This is an optimization exercise on Yosys and OpenROAD, whose aim is small area, not a production implementation. In this exercise RTL edits were held to simulation tests only and were not proved equivalent to the original. Power is estimated from default activity; no workload was simulated.

==> design/flow/design.v <==
module regfile_sb #(
    parameter int DATA_W   = 32,
    parameter int ADDR_W   = 5,
    parameter bit ZERO_REG = 1'b1
) (
    input  logic              clk,
    input  logic              reset_n,
    input  logic [ADDR_W-1:0] rd_addr_a,
    output logic [DATA_W-1:0] rd_data_a,
    output logic              pend_a,
    input  logic [ADDR_W-1:0] rd_addr_b,
    output logic [DATA_W-1:0] rd_data_b,
    output logic              pend_b,
    input  logic              wr_en,
    input  logic [ADDR_W-1:0] wr_addr,
    input  logic [DATA_W-1:0] wr_data,
    input  logic              rsv_en,
    input  logic [ADDR_W-1:0] rsv_addr,
    input  logic              clr_req,
    output logic              clr_busy
);
    localparam int DEPTH = 2 ** ADDR_W;
    logic [DEPTH-1:1][DATA_W-1:0] mem_q;
    logic [DEPTH-1:1]   vld_q;
    logic [DEPTH-1:1]   pend_q;
    logic               busy_q;
    logic [ADDR_W-1:0]  idx_q;
    logic               wr_ok, rsv_ok;
    logic [DEPTH-1:1]   we, rs, cl;
    assign clr_busy = busy_q;
    assign wr_ok  = wr_en  && !busy_q && (wr_addr  != '0);
    assign rsv_ok = rsv_en && !busy_q && (rsv_addr != '0);
    always_comb begin
        for (int i = 1; i < DEPTH; i++) begin
            we[i] = wr_ok  && (wr_addr  == ADDR_W'(i));
            rs[i] = rsv_ok && (rsv_addr == ADDR_W'(i));
            cl[i] = busy_q && (idx_q    == ADDR_W'(i));
        end
    end
    logic [DEPTH-1:1] sel_a, sel_b;
    logic             byp_a, byp_b;
    assign byp_a = wr_ok && (wr_addr == rd_addr_a);
    assign byp_b = wr_ok && (wr_addr == rd_addr_b);
    always_comb begin
        for (int i = 1; i < DEPTH; i++) begin
            sel_a[i] = !byp_a && vld_q[i] && (rd_addr_a == ADDR_W'(i));
            sel_b[i] = !byp_b && vld_q[i] && (rd_addr_b == ADDR_W'(i));
        end
    end
    for (genvar j = 0; j < DATA_W; j++) begin : g_rd
        logic [DEPTH-1:0] col;
        assign col[0] = wr_data[j];
        for (genvar i = 1; i < DEPTH; i++) begin : g_col
            assign col[i] = mem_q[i][j];
        end
        regfile_sb_andor #(.N(DEPTH)) u_a (.d(col), .s({sel_a, byp_a}), .y(rd_data_a[j]));
        regfile_sb_andor #(.N(DEPTH)) u_b (.d(col), .s({sel_b, byp_b}), .y(rd_data_b[j]));
    end
    logic [DEPTH-1:0] pend_full;
    assign pend_full = {pend_q, 1'b0};
    assign pend_a = pend_full[rd_addr_a];
    assign pend_b = pend_full[rd_addr_b];
    logic [DEPTH-1:1]             we_n;
    logic [DEPTH-1:1][DATA_W-1:0] mem_d;
    for (genvar i = 1; i < DEPTH; i++) begin : g_wr
        assign we_n[i] = !we[i];
        for (genvar j = 0; j < DATA_W; j++) begin : g_bit
            regfile_sb_hold u_h (
                .en(we[i]), .en_n(we_n[i]), .d(wr_data[j]), .q(mem_q[i][j]),
                .y(mem_d[i][j]));
        end
    end
    always_ff @(posedge clk) begin
        mem_q <= mem_d;
    end
    always_ff @(posedge clk or negedge reset_n) begin
        if (!reset_n) begin
            vld_q  <= '0;
            pend_q <= '0;
            busy_q <= 1'b0;
            idx_q  <= '0;
        end else begin
            for (int i = 1; i < DEPTH; i++) begin
                if (cl[i]) begin
                    vld_q[i]  <= 1'b0;
                    pend_q[i] <= 1'b0;
                end else begin
                    if (we[i]) vld_q[i] <= 1'b1;
                    if (rs[i]) pend_q[i] <= 1'b1;
                    else if (we[i]) pend_q[i] <= 1'b0;
                end
            end
            if (busy_q) begin
                idx_q <= idx_q + 1'b1;
                if (idx_q == ADDR_W'(DEPTH - 1)) busy_q <= 1'b0;
            end else if (clr_req) begin
                busy_q <= 1'b1;
            end
        end
    end
endmodule
module regfile_sb_andor #(
    parameter int N = 32
) (
    input  logic [N-1:0] d,
    input  logic [N-1:0] s,
    output logic         y
);
    localparam int G = (N + 2) / 3;
    logic [G-1:0] g_n;
    for (genvar k = 0; k < N / 3; k++) begin : g_aoi3
        regfile_sb_aoi222 u_g (
            .a(d[3*k]), .as(s[3*k]), .b(d[3*k+1]), .bs(s[3*k+1]),
            .c(d[3*k+2]), .cs(s[3*k+2]), .y(g_n[k]));
    end
    if (N % 3 == 2) begin : g_aoi2
        regfile_sb_aoi22 u_g (
            .a(d[N-2]), .as(s[N-2]), .b(d[N-1]), .bs(s[N-1]), .y(g_n[G-1]));
    end
    assign y = ~&g_n;
endmodule
module regfile_sb_aoi222 (
    input  logic a, as, b, bs, c, cs,
    output logic y
);
    assign y = ~((a & as) | (b & bs) | (c & cs));
endmodule
module regfile_sb_aoi22 (
    input  logic a, as, b, bs,
    output logic y
);
    assign y = ~((a & as) | (b & bs));
endmodule
module regfile_sb_hold (
    input  logic en,
    input  logic en_n,
    input  logic d,
    input  logic q,
    output logic y
);
    assign y = (en & d) | (en_n & q);
endmodule
==> design/flow/run.sh <==
#!/bin/bash
# synth_recipe.tcl (not shown) runs the flow's synth.tcl, then flattens the netlist and writes it again
# the make line also repeats each setting of config.mk as NAME=value (left out here)
make -C /OpenROAD-flow-scripts/flow DESIGN_CONFIG=/design/flow/config.mk WORK_HOME=/design/flow/orfs CLKGATE_MAP_FILE= SYNTH_SCRIPT=/design/flow/synth_recipe.tcl finish
==> design/flow/config.mk <==
export PLATFORM = sky130hd
export DESIGN_NAME = regfile_sb
export DESIGN_NICKNAME = regfile_sb
export VERILOG_FILES = /design/flow/design.v
export SDC_FILE = /design/flow/constraint.sdc
export NUM_CORES = 4
export LEC_CHECK = 0
export CAP_MARGIN = 20
export CORE_MARGIN = 2
export CORE_UTILIZATION = 40
export SETUP_SLACK_MARGIN = 0.2
export SLEW_MARGIN = 20
export SYNTH_HIERARCHICAL = 1
export SYNTH_MINIMUM_KEEP_SIZE = 0
==> design/flow/constraint.sdc <==
create_clock -name core_clock -period 8.0 [get_ports {clk}]
set_input_delay 1.6000 -clock core_clock [delete_from_list [all_inputs] [get_ports {clk}]]
set_output_delay 1.6000 -clock core_clock [all_outputs]
set_load 0.01 [all_outputs]
==> impl_metrics.env <==
export IMPL_status="finished clean"
export IMPL_fillers=9555
export IMPL_period_minus_slack_ns=7.73
export IMPL_fin_area_um2=51200
export IMPL_ys_types=54
export IMPL_cts_root_buf="clkbuf_16"
export IMPL_place_ws_ns=0.244
export IMPL_grt_pass1_wl_mm=294
export IMPL_setup_ws_ns=0.268
export IMPL_ys_warn_count=7
export IMPL_crit_chain="clkdlybuf4s50_1 > xnor2_1 > nand3_1 > nor4_4 > buf_4 > buf_12 > buf_6 > nor4_4 > buf_4 > a222oi_1 > nand3_1 > or3_1 > clkdlybuf4s50_1"
export IMPL_drive_gt1_share_pct=14.5
export IMPL_drt_total_wl_mm=211
export IMPL_fin_crit_sh_pct=96.7
export IMPL_min_path_type="register to register"
export IMPL_setup_viol_count_final=0
export IMPL_synth_compound_area_share_pct=39.0
export IMPL_rsz0062_at_grt="false"
export IMPL_cp_buffers_inverters=6
export IMPL_portBuffers=123
export IMPL_grt_pass1_vias=40200
export IMPL_worst_endpoint_arrival_ns=6.13
export IMPL_worstMarginPinSlew_ns=1.28
export IMPL_synthAdderAreaFrac_pct=0.178
export IMPL_io_pin_count=124
export IMPL_setup_tns_ns=0
export IMPL_cap_viol_max_count=0
export IMPL_critPathKind="input pin to primary output"
export IMPL_die_width_um=329
export IMPL_finalHoldViolCount=0
export IMPL_synth_main_ff_cell="dfxtp_1"
export IMPL_dpl_hpwl_mm=123
export IMPL_num_rows=119
export IMPL_end_kind="primary output"
export IMPL_skew_ns=0.0547
export IMPL_synthCells=3530
export IMPL_synth_edff_count=0
export IMPL_vias=42800
export IMPL_synthMuxAreaShare_pct=0.909
export IMPL_slowest_delay_ns=0.82
export IMPL_initial_core_util_pct=40.2
export IMPL_power_leakage_nw=18.9
export IMPL_netlist_area_um2=42300
export IMPL_overflow=0
export IMPL_placed_cell_area_um2=47500
export IMPL_synth_nets=3593
export IMPL_worstSetupStartpointType="input pin"
export IMPL_routabilityCongestion=0.916
export IMPL_clockBufferDepth=3
export IMPL_die_area_um2=108000
export IMPL_core_um2=105000
export IMPL_die_height_um=329
export IMPL_areaGrowthSynthToFinish_pct=21.2
export IMPL_async_flop_share_pct=6.42
export IMPL_path_clk_slew_ns=0.06
export IMPL_synth_seq_area_share_pct=51.0
export IMPL_antenna_found_initial=10
export IMPL_critPathTopFamily="buffers and inverters"
export IMPL_maxSlewHeadroom_pct=14.3
export IMPL_finalNetCount=4001
export IMPL_synthSimpleGateAreaFrac_pct=7.61
export IMPL_synth_xor_area_share_pct=0.269
export IMPL_fin_util_pct=48.8
export IMPL_syn_area_per_cell_um2=12.0
export IMPL_cts_tree="yes"
export IMPL_synth_top_family_by_area="compound AO/OA/AOI/OAI gates"
export IMPL_regArea_um2=21600
export IMPL_cts_sinks=1060
export IMPL_crit_required_ns=6.40
export IMPL_grt_max_degree=69
export IMPL_first_pass_iters=15
export IMPL_ys_seq_elements=1060
export IMPL_crit_fanout=32
export IMPL_fmax_mhz=129
export IMPL_multi_input_area_um2=20900
export IMPL_vias_per_cell=7.90
export IMPL_timing_hold_ws_ns=0.500
export IMPL_cts_buffers_inserted=108
export IMPL_insertion_delay_ns=0.73
export IMPL_power_density_nw_per_um2=254
export IMPL_peakVddDrop_mv=0.206
export IMPL_drv_slew=0
export IMPL_initialDrtViolationCount=10500
export IMPL_route_detailed_drc=0
export IMPL_htreeDepth=3
export IMPL_detail_route_wl_per_cell_um=38.8
export IMPL_gr_usage_all_layers_pct=37.1
export IMPL_cp_slowest_cell="clkdlybuf4s50_1"
export IMPL_ant_nets=0
==> state kept, by name, summed over array words and instances, names as in the netlist <==
register	flops
busy_q	1
idx_q	5
mem_q	992
pend_q	31
vld_q	31
==> per-module statistics from Yosys (local to each module, per instance), excerpt <==
module,flops+latches,copies in the design
regfile_sb,1060,1
regfile_sb_aoi22,0,64
regfile_sb_aoi222,0,640
regfile_sb_hold,0,992
==> through the flow <==
step	instances	power [mW]
after floorplan	3530	7.05
after global placement	5217	7.63
after detailed placement	5218	7.66
after CTS	5419	13.0
after global routing	5420	13.4
final	5425	13.0
==> final timing paths <==
| kind | start | to | slack (ns) | cells past startpoint |
|---|---|---|---|---|
| hold reg to reg | mem_q[188] | mem_q[188] | 0.50 | 1 |
| max in group asynchronous | reset_n | pend_q[28] | 6.23 | 2 |
| min in group asynchronous | reset_n | idx_q[1] | 1.13 | 2 |
| setup reg to reg | busy_q | mem_q[776] | 4.07 | 6 |
| hold / removal | mem_q[188] | mem_q[188] | 0.50 | 1 |
| setup / recovery | rd_addr_a[0] | rd_data_a[18] | 0.27 | 13 |
==> report_power, final <==
part | internal (mW) | total (mW) | leakage, nW | switching [mW]
clock | 3.13 | 5.39 | 1.84 | 2.26
sequential | 5.87 | 6.40 | 8.93 | 0.528
combinational | 0.538 | 1.22 | 8.17 | 0.680
total | 9.54 | 13.0 | 18.9 | 3.47
==> synthesized netlist by cell type (7+ instances only) <==
cell type | count | share of area [%]
a22o_1 | 992 | 21
dfxtp_1 | 992 | 47
a222oi_1 | 640 | 15
nand4_1 | 129 | 1.9
nand3_1 | 117 | 1.4
dfrtp_1 | 68 | 4.0
a22oi_2 | 64 | 1.9
or3_1 | 64 | 0.95
nor2_1 | 57 | 0.51
inv_1 | 55 | 0.49
nand2_1 | 55 | 0.49
nor4_2 | 37 | 1.1
a21oi_1 | 31 | 0.37
clkbuf_1 | 30 | 0.27
a22oi_1 | 27 | 0.48
nor2b_1 | 18 | 0.27
nor3_1 | 13 | 0.15
a2bb2oi_1 | 11 | 0.23
mux4_2 | 11 | 0.59
nand2b_1 | 11 | 0.16
buf_2 | 9 | 0.11
nor4_1 | 9 | 0.13
mux2i_1 | 8 | 0.19
xnor2_1 | 8 | 0.17
or4_1 | 7 | 0.12
==> placed cells by master, fill, tap and decap left out, drive strengths merged, types with 55 or more instances in the layout <==
master	n
a22oi	91
clkdlybuf4s50	120
a22o	992
a222oi	640
nand2	55
dfrtp	68
nor2	57
clkbuf	151
nand3	117
dfxtp	992
nand4	129
buf	225
or3	64
==> metal layers <==
| metal | global-route usage, % | wire (um) | vias to the layer above | share of wire [%] |
|---|---|---|---|---|
| met4 | 25.1 | 16600 | 4 | 7.9 |
| li1 | - | - | 17000 | - |
| met2 | 51.0 | 83300 | 4018 | 40 |
| met1 | 49.1 | 78900 | 21000 | 37 |
| met5 | 0 | 25 | - | 0.012 |
| met3 | 12.3 | 31700 | 827 | 15 |
==> repair_timing <==
action	4_1_cts	5_1_grt
endpoints found under the setup margin	0	1
buffers inserted	0	0
gates resized for setup	0	1
hold buffers	0	0
endpoints found under the hold margin	0	0
==> logic make-up (layout without fill, tap and decap cells) <==
| kind of cell | after synthesis | in the layout |
|---|---|---|
| AO/OA/AOI/OAI | 1783 | 1783 |
| flip-flops | 1060 | 1060 |
| AND/OR/NAND/NOR | 541 | 541 |
| buffers and inverters | 103 | 602 |
| multiplexers | 24 | 24 |
| XOR/XNOR | 13 | 13 |
| adder cells (fa/ha/maj) | 6 | 6 |
| other | 0 | 5 |
==> worst register-to-register path: stages (launching register included) <==
cell,delay [ns]
dfrtp_1,0.96
and3b_1,0.60
nand3_2,0.24
buf_4,0.66
inv_1,0.63
buf_4,0.43
a22o_1,0.33
==> layout make-up <==
type | count | share of cell area (%)
Timing Repair Buffer | 346 | 5.95
Sequential cell | 1060 | 42.1
Tap cell | 1391 | 3.40
Antenna cell | 5 | 0.0244
Clock inverter | 51 | 1.35
Clock buffer | 150 | 5.95
Inverter | 55 | 0.403
Multi-Input combinational cell | 2367 | 40.8

## static timing again, ports no longer ideal
The results above use ideal ports. As a check the final layout listed here was re-extracted and re-timed, cells and wires unchanged. Step 1, drivers: a clkbuf_16 drives clk and a buf_2 each remaining input, both assumed. Step 2 adds t to the input delays and takes it off the output delays; t is the mean of the earliest and latest rising clock arrival at the registers after step 1. Input paths then give back, and output paths get back, about the clock's delay inside the block. Three values: no drivers, after step 1, after step 2; two values: the first two.
t, ns: 0.769
setup slack, ns: 0.268 / 0.245 / 0.245
clock arrival spread, ns: 0.062 / 0.062
slew at the worst register clock pin (ns): 0.07 / 0.07
worst slew at a driven data input, ns: 0.08
After both steps this run still meets setup and hold. The setup slack of this run moves by -0.023 ns with the drivers and by -0.023 ns with both steps.
